What follows belongs to an exercise in optimizing a design on an open flow for small area and a short achievable clock period; a production flow would make more cautious choices.
In this exercise RTL edits were held to simulation tests only and were not proved equivalent to the original.

==> flow/design.v, too long to show whole: its modules and the start of the top module <==
// module spac_rap: 425 lines
// module spac_pt: 424 lines
// module single_particle_acceptance_cut: 111 lines
module single_particle_acceptance_cut #(
	parameter int unsigned MOMENTUM_BITS = 24
) (
	input  wire logic                            clk,
	input  wire logic                            arst_n,
	input  wire logic                            start,
	output logic                                 busy,
	input  wire logic [23:0]                     energy,
	input  wire logic signed [MOMENTUM_BITS-1:0] mom_x,
	input  wire logic signed [MOMENTUM_BITS-1:0] mom_y,
	input  wire logic signed [MOMENTUM_BITS-1:0] mom_z,
	output logic                                 done,
	output logic                                 accept,
	output logic [1:0]                           reject_reason,
	output logic [4:0]                           rapidity_bin
);
  // ...
==> flow/flow/run.sh <==
#!/bin/bash
# Standard ORFS layout (the standard.sh, unchanged synthesis), with the
# resizer asked for more setup slack than the period needs, so that timing
# repair shortens the critical paths. Clock period and constraints unchanged.
cd "$(dirname "$0")/.."
MARGIN=$(cat flow/margin.txt 2>/dev/null || echo 5)
export SETUP_SLACK_MARGIN=$MARGIN
echo "setup slack margin $SETUP_SLACK_MARGIN" > run_flow.log
cp standard.sh standard_copy.sh.txt 2>/dev/null
bash standard.sh >> run_flow.log 2>&1
==> flow/flow/margin.txt <==
9.8
==> flow/standard.sh <==
#!/bin/bash
# synth_recipe.tcl (not shown) runs the flow's synth.tcl, then flattens the netlist and writes it again
# the make line also repeats each setting of config.mk as NAME=value (left out here)
make -C /OpenROAD-flow-scripts/flow DESIGN_CONFIG=/design/flow/config.mk WORK_HOME=/design/flow/orfs CLKGATE_MAP_FILE= SYNTH_SCRIPT=/design/flow/synth_recipe.tcl "${@:-finish}"
==> flow/config.mk <==
export PLATFORM = sky130hd
export DESIGN_NAME = single_particle_acceptance_cut
export DESIGN_NICKNAME = single_particle_acceptance_cut
export VERILOG_FILES = /design/flow/design.v
export SDC_FILE = /design/flow/constraint.sdc
export NUM_CORES = 4
export LEC_CHECK = 0
export ABC_CLOCK_PERIOD_IN_PS = 9000
export CAP_MARGIN = 20
export CORE_MARGIN = 2
export CORE_UTILIZATION = 40
export SLEW_MARGIN = 20
export TNS_END_PERCENT = 20
==> flow/constraint.sdc <==
create_clock -name core_clock -period 14.0 [get_ports {clk}]
set_input_delay 2.8000 -clock core_clock [delete_from_list [all_inputs] [get_ports {clk}]]
set_output_delay 2.8000 -clock core_clock [all_outputs]
set_load 0.01 [all_outputs]
==> reports/summary.txt, run 1 <==
# Taps: 2058
dpl ws: 9000 ps
area grow syn2layout: 14.6%
gr usage total: 17.4%
multi-input logic portion of the cell area: 49.5%
Slew @ Worst Pin: 1030 ps
ANT nets after route: 0
clock-pin slew on the worst setup and hold paths: 60 ps
area of the multi-input gates: 0.0359 mm2
min Tclk post-route: 4390 ps
sequential portion of the cell area: 33.6%
Synth area leaders: dfxtp_1 38%, fa_1 12%, mux2i_1 8.6%
top sig layer: met5
CTS tree: done
placed cells: 8272
Synth cell types: 117
Pre-antenna DRT Iters: 8
pin count of the biggest net entering global routing: 63
status: no timing/DRC/antenna violations
Max Cap Viol: 0
dpl hpwl: 107000 um
worst r2r dst: u_pt.r1_s2[16]$_DFF_P_
Final #Nets: 7267
yosys synthesis warning count: 3
Final Cell Area: 0.0725 mm2
ant diodes: 1
sequential cell count: 1212
most frequent cell after synthesis: dfxtp_1
==> run 2, diff against run 1 <==
==> flow/flow/margin.txt (replaced) <==
9.7
--- a/flow/config.mk
+++ b/flow/config.mk
@@ -10,4 +10,3 @@
 export CORE_MARGIN = 2
 export CORE_UTILIZATION = 40
 export SLEW_MARGIN = 20
-export TNS_END_PERCENT = 20
==> reports/summary.txt, run 2 <==
final WL: 146000 um
CTS tree: done
Crit Path Class: reg -> reg
DRC Markers: 0
Async S/R FF share, synth: 1.24%
Critical Path Max Stage Delay: 550 ps
Hold-fix buffers, CTS: 0
Synth area leaders: dfxtp_1 38%, fa_1 12%, mux2i_1 8.6%
dpl hpwl: 108000 um (+0.64%)
Die Wd: 402 um
status: no timing/DRC/antenna violations
Top reg by flops: u_pt.r0_s2
area grow syn2layout: 14.7% (about the same)
Seq/Total Area, Yosys: 38.5%
Crit-path slowest cell: fa_1
Synth Instances: 6304
Die H: 402 um
placed cells: 8271 (-0.012%)
antenna violations before repair: 0
Cell Count, Final, Fillers Out: 8586
vias per cell: 5.11
Setup-failing EPs final: 0
Critical Path RT: 14620 ps
1st-iter DRT viols: 2589
Overflow after GRT: 0
Num Clock Sinks: 1212
max_slew headroom: 25.9%
RSZ-0062 raised after global routing: yes
Starting Density: 40.4%
Mapped Nets: 7167
Largest register FFs: 27
f_max: 236 MHz
Synth top area share: 37.9%
gr usage total: 17.4% (+0.046 points)
# port buffers: 107
Synth cell types: 117 (unchanged)
EDFF count, synth: 0
pin count of the biggest net entering global routing: 63 (unchanged)
clock latency on the worst-skew pair: 770 ps
Max Cap Viol: 0 (unchanged)
clock root buffer master: clkbuf_16
Hold Fails Final Rpt: 0
Sum Neg Setup Slack: 0 ps
top post-synthesis cells by count: 1197 x dfxtp_1, 770 x inv_1, 545 x mux2i_1, 433 x nor2_1, 393 x a21oi_1
detailed-route wire length per cell: 17.0 um
share of cells above drive strength 1: 10.3%
Hold Crit Class: reg -> reg
FF+latch count, synth: 1212
cts bufs inserted: 135
fillers: 14.6k
Final #Nets: 7288 (+0.29%)
first-pass GRT wire length: 233000 um
most frequent cells in the layout: 1191 x dfxtp_1, 766 x inv_1, 534 x mux2i_1
crit path DAT: 4850 ps
worst path cell trace: buf_12 -> buf_6 -> ha_4 -> or2_2 -> fa_2 -> inv_1 -> fa_2 -> fa_2 -> fa_1 -> inv_1 -> fa_1 -> inv_1 -> fa_1
startpoint types: register
fin crit share: 30.2%
die footprint: 0.161 mm2
via count of the first global-routing pass: 44.5k
Site Rows: 145
clock-pin slew on the worst setup and hold paths: 60 ps (about the same)
Mean Syn Cell Area: 10.0 um2
crit path capture type: register
Clock Tree Buf Depth: 3
worst-case clock skew: 44.4 ps
worst-path fanout max: 6
Pre-antenna DRT Iters: 6 (-2)
Vias: 43.8k
ANT nets after route: 0 (unchanged)
cell class contributing the biggest share of worst-path delay: adder cells
Mapped Area: 0.0633 mm2
core area: 0.157 mm2
yosys synthesis warning count: 3 (unchanged)
area leader, netlist: dfxtp_1
Slew @ Worst Pin: 1100 ps (+73.3 ps)
most frequent cell after synthesis: dfxtp_1
I/O pin count: 109
most common cell after layout, fill and taps aside: dfxtp_1
GPL Wtd Cong: 0.897
min Tclk post-route: 4230 ps (-160 ps)
Buf+Inv Stages, Crit Path: 5
Max Slew Vio Count: 0
htree depth: 4
ys flop type: dfxtp_1
run 2: final cells by class:
type	count	area (um2)	area share (%)
multi-input cells	4100	36000	49.6
flip-flops and latches	1212	24300	33.6
clock buffers	183	3860	5.32
inverters	771	2910	4.01
well taps	2058	2570	3.55
repair buffers	203	2080	2.86
clock inverters	56	811	1.12
repair inverters	2	12.5	0.0172
diodes	1	2.50	0.00345
run 2: final timing paths:
kind,startpoint,endpoint,slack [ps],cells past startpoint
setup / recovery,u_pt.x_s1[13]$_DFF_P_,u_pt.r1_s2[16]$_DFF_P_,9770,13
hold / removal,cls_d6[1]$_DFF_P_,cls_d7[1]$_DFF_P_,310,0
setup reg to reg,u_pt.x_s1[13]$_DFF_P_,u_pt.r1_s2[16]$_DFF_P_,9770,13
hold reg to reg,cls_d6[1]$_DFF_P_,cls_d7[1]$_DFF_P_,310,0
max in group asynchronous,arst_n,vld_q[6]$_DFF_PN0_,11130,1
min in group asynchronous,arst_n,vld_q[13]$_DFF_PN0_,2430,1
run 2: layer usage:
layer	vias to the layer above	global-route usage, %	wire, um
met2	828	30.9	72300
li1	21700	-	-
met4	0	5.32	4260
met1	21100	21.8	64000
met3	253	2.60	5200
met5	-	0	0
run 2: cells by family (layout without fill, tap and decap cells):
group	count (synthesis)	count (layout)	share of synthesized area, %
muxes	620	620	10.3
adders and majority gates	773	773	19.7
buffers and inverters	1001	1215	6.13
xor gates and xnor gates	222	222	3.12
AOI/OAI and AO/OA	1253	1260	13.0
other	1	2	0.00593
and+or+nand+nor	1222	1224	9.23
DFF	1212	1212	38.5
run 2: per-stage QoR:
| stage | worst slack, ps | cell area [um2] | hold slack [ps] | util, % |
|---|---|---|---|---|
| 2_1_floorplan | 9700 | 63300 | 310 | - |
| 3_3_place_gp | 9080 | 66300 | 313 | 42.3 |
| 3_5_place_dp | 9030 | 66300 | 312 | 42.3 |
| 4_1_cts | 9680 | 71400 | 310 | 45.6 |
| 5_1_grt | 9650 | 72600 | 326 | 46.3 |
| 6_report | 9770 | 72600 | 309 | 46.3 |
run 2: what timing repair did:
| item | in CTS | in global routing |
|---|---|---|
| pin swaps | 12 | 41 |
| gates resized for setup | 69 | 139 |
| endpoints found under the setup margin | 391 | 477 |
| endpoints found under the hold margin | 0 | 0 |
| gates cloned | 2 | 15 |
| setup buffers | 23 | 35 |
==> run 3, diff against run 2 <==
==> flow/flow/margin.txt (replaced) <==
9.8
--- a/flow/config.mk
+++ b/flow/config.mk
@@ -8,5 +8,5 @@
 export ABC_CLOCK_PERIOD_IN_PS = 9000
 export CAP_MARGIN = 20
 export CORE_MARGIN = 2
-export CORE_UTILIZATION = 40
+export CORE_UTILIZATION = 65
 export SLEW_MARGIN = 20
==> reports/summary.txt, run 3 <==
Top reg by flops: u_pt.r0_s2
Async S/R FF share, synth: 1.24% (unchanged)
DP Area: 0.0654 mm2 (-1.4%)
via count of the first global-routing pass: 44.5k (+0.099%)
dpl hpwl: 111000 um (+2.4%)
Final #Nets: 7301 (+0.18%)
GPL Wtd Cong: 0.945 (+5.4%)
Cell Count, Final, Fillers Out: 7813 (-9.0%)
worst-case clock skew: 24.1 ps (-20.3 ps)
most common cell after layout, fill and taps aside: dfxtp_1
met2 Track Usage GR: 51.5% (+21 points)
gr usage total: 29.3% (+12 points)
Final Cell Area: 0.0721 mm2 (-0.60%)
EDFF count, synth: 0 (unchanged)
min Tclk post-route: 4260 ps (+25.9 ps)
worst-path fanout max: 6 (unchanged)
clock latency on the worst-skew pair: 760 ps (about the same)
Critical Path RT: 14610 ps (about the same)
met3 Use GR: 3.43% (+0.83 points)
f_max: 235 MHz (-0.61%)
Synth top area share: 37.9% (unchanged)
vias per cell: 5.80 (+14%)
status: no timing/DRC/antenna violations
clock root buffer master: clkbuf_16
first-pass GRT wire length: 235000 um (+0.59%)
placed cells: 7489 (-9.5%)
Max Slew Vio Count: 0 (unchanged)
share of cells above drive strength 1: 11.6% (+1.3 points)
pin count of the biggest net entering global routing: 63 (unchanged)
Hold Fails Final Rpt: 0 (unchanged)
max_slew headroom: 27.7% (+1.9 points)
post-synthesis xor/xnor area fraction: 3.12% (unchanged)
Synth Area in Compound Gates: 13.0% (unchanged)
largest family of logic cells by synthesized area: adder cells
most frequent cell after synthesis: dfxtp_1
DRC Markers: 0 (unchanged)
M1 GR Usage: 37.0% (+15 points)
ANT nets after route: 0 (unchanged)
Site Rows: 114 (-21%)
Largest register FFs: 27 (unchanged)
Mean Syn Cell Area: 10.0 um2 (unchanged)
yosys synthesis warning count: 3 (unchanged)
Overflow after GRT: 0 (unchanged)
Setup-failing EPs final: 0 (unchanged)
Synth area leaders: dfxtp_1 38%, fa_1 12%, mux2i_1 8.6%
top post-synthesis cells by count: 1197 x dfxtp_1, 770 x inv_1, 545 x mux2i_1, 433 x nor2_1, 393 x a21oi_1
Hold Crit Class: reg -> reg
Vias: 45.3k (+3.4%)
dpl ws: 8900 ps (-139 ps)
Synth cell types: 117 (unchanged)
fillers: 6808 (-53%)
core area: 0.0966 mm2 (-38%)
Crit Path Class: reg -> reg
startpoint types: register
area grow syn2layout: 14.0%
# port buffers: 107 (unchanged)
mux contribution to synthesized area: 10.3% (unchanged)
FF+latch count, synth: 1212 (unchanged)
detailed-route wire length per cell: 19.6 um (+15%)
final worst slack: 9740 ps (-25.9 ps)
register area: 0.0244 mm2 (about the same)
most frequent cells in the layout: 1185 x dfxtp_1, 757 x inv_1, 505 x mux2i_1
1st-iter DRT viols: 3736 (+44%)
fin crit share: 30.4% (+0.19 points)
htree depth: 4 (unchanged)
antenna violations before repair: 1 (+1)
GR peak layer: met2
clock-pin slew on the worst setup and hold paths: 60 ps (about the same)
Pre-antenna DRT Iters: 6 (unchanged)
Die Wd: 316 um (-21%)
crit path DAT: 4870 ps (+20 ps)
Slew @ Worst Pin: 1080 ps (-20.3 ps)
area leader, netlist: dfxtp_1
final WL: 153000 um (+4.8%)
I/O pin count: 109 (unchanged)
Max Cap Viol: 0 (unchanged)
cts bufs inserted: 131 (-3.0%)
Num Clock Sinks: 1212 (unchanged)
Synth Area in Simple Gates: 9.23% (unchanged)
CTS tree: done
Die H: 316 um (-21%)
Sum Neg Setup Slack: 0 ps (unchanged)
Seq/Total Area, Yosys: 38.5% (unchanged)
Mapped Area: 0.0633 mm2 (unchanged)
Synth Instances: 6304 (unchanged)
ys flop type: dfxtp_1
die footprint: 0.0999 mm2 (-38%)
area of the multi-input gates: 0.0364 mm2 (+1.3%)
Starting Density: 65.5% (+25 points)
Mapped Nets: 7167 (unchanged)
Clock Tree Buf Depth: 3 (unchanged)
adder-cell share of the synthesized area: 19.7% (unchanged)
RSZ-0062 raised after global routing: yes
crit path capture type: register
==> run 3: final timing paths <==
kind / start / endpoint / slack, ps / cells after the start
max in group asynchronous: arst_n / vld_q[6]$_DFF_PN0_ / 11140 / 1
worst min-delay path: cls_d4[0]$_DFF_P_ / cls_d5[0]$_DFF_P_ / 320 / 0
worst max-delay path: u_pt.x_s1[13]$_DFF_P_ / u_pt.r1_s2[14]$_DFF_P_ / 9740 / 14
min in group asynchronous: arst_n / vld_q[3]$_DFF_PN0_ / 2440 / 1
worst min register to register: cls_d4[0]$_DFF_P_ / cls_d5[0]$_DFF_P_ / 320 / 0
worst max register to register: u_pt.x_s1[13]$_DFF_P_ / u_pt.r1_s2[14]$_DFF_P_ / 9740 / 14
==> run 3: timing repair <==
action | in CTS | in global routing
gates cloned | 7 | 16
hold buffers | 0 | 0
pin swaps | 42 | 51
endpoints found under the setup margin | 477 | 444
buffers inserted | 33 | 36
resized for setup | 119 | 200
==> run 3: metal layers <==
layer,vias to the layer above,part of all wire (%)
met5,-,0
met4,0,3.7
met3,334,4.3
met2,1305,51
met1,22000,41
li1,21700,-
==> run 3: cells by family after synthesis <==
kind of cell	count (synthesis)
xor gates and xnor gates	222
AOI/OAI and AO/OA	1253
other	1
muxes	620
adders and majority gates	773
buffers and inverters	1001
DFF	1212
and+or+nand+nor	1222
==> run 3: final cells by class <==
class	instances	area share (%)
clock buffer	168	4.96
multi-input combinational	4099	50.5
antenna	1	0.00347
timing repair buffer	220	3.28
clock inverter	63	1.18
sequential	1212	33.8
timing repair inverter	3	0.0278
tap	1276	2.21
inverter	771	4.04
==> run 3: critical path, stage by stage (launching register included) <==
cell and delay, ps:
dfxtp_4 370, buf_6 120, buf_12 110, ha_4 230, buf_6 140, or2_4 230, fa_2 540, inv_2 40
fa_2 430, fa_2 540, inv_1 50, fa_2 340, fa_1 480, inv_1 50, fa_1 440
==> run 3: metrics by stage <==
step	util (%)	hold WS, ps
floorplan	-	310
global placement	67.7	310
detailed placement	67.7	312
CTS	73.1	320
global route	74.7	330
finish	74.7	320

what the ideal ports hide:
The results above use ideal ports. As a check the final layouts listed here were re-extracted and re-timed, cells and wires unchanged.
Step 1: set_driving_cell puts a clkbuf_16 on clk and a buf_2 on each other input, an assumption about the parent block.
Step 2 also shifts input and output timing later by t, the mid clock arrival at the registers, as if the neighbouring blocks saw the same clock.
a / b / c = ideal / step 1 / step 2; a / b = the first two.
run | t, ns | setup slack, ns | latest minus earliest clock arrival (ns)
run 1 | 0.824 | 9.608 / 9.539 / 9.608 | 0.044 / 0.044
run 2 | 0.825 | 9.768 / 9.719 / 9.762 | 0.058 / 0.058
run 3 | 0.824 | 9.743 / 9.743 / 9.743 | 0.025 / 0.026
After both steps every run listed still meets setup and hold. For run 2, which loses most, drivers alone change the setup slack by -0.049 ns; drivers and shift together by -0.006 ns.
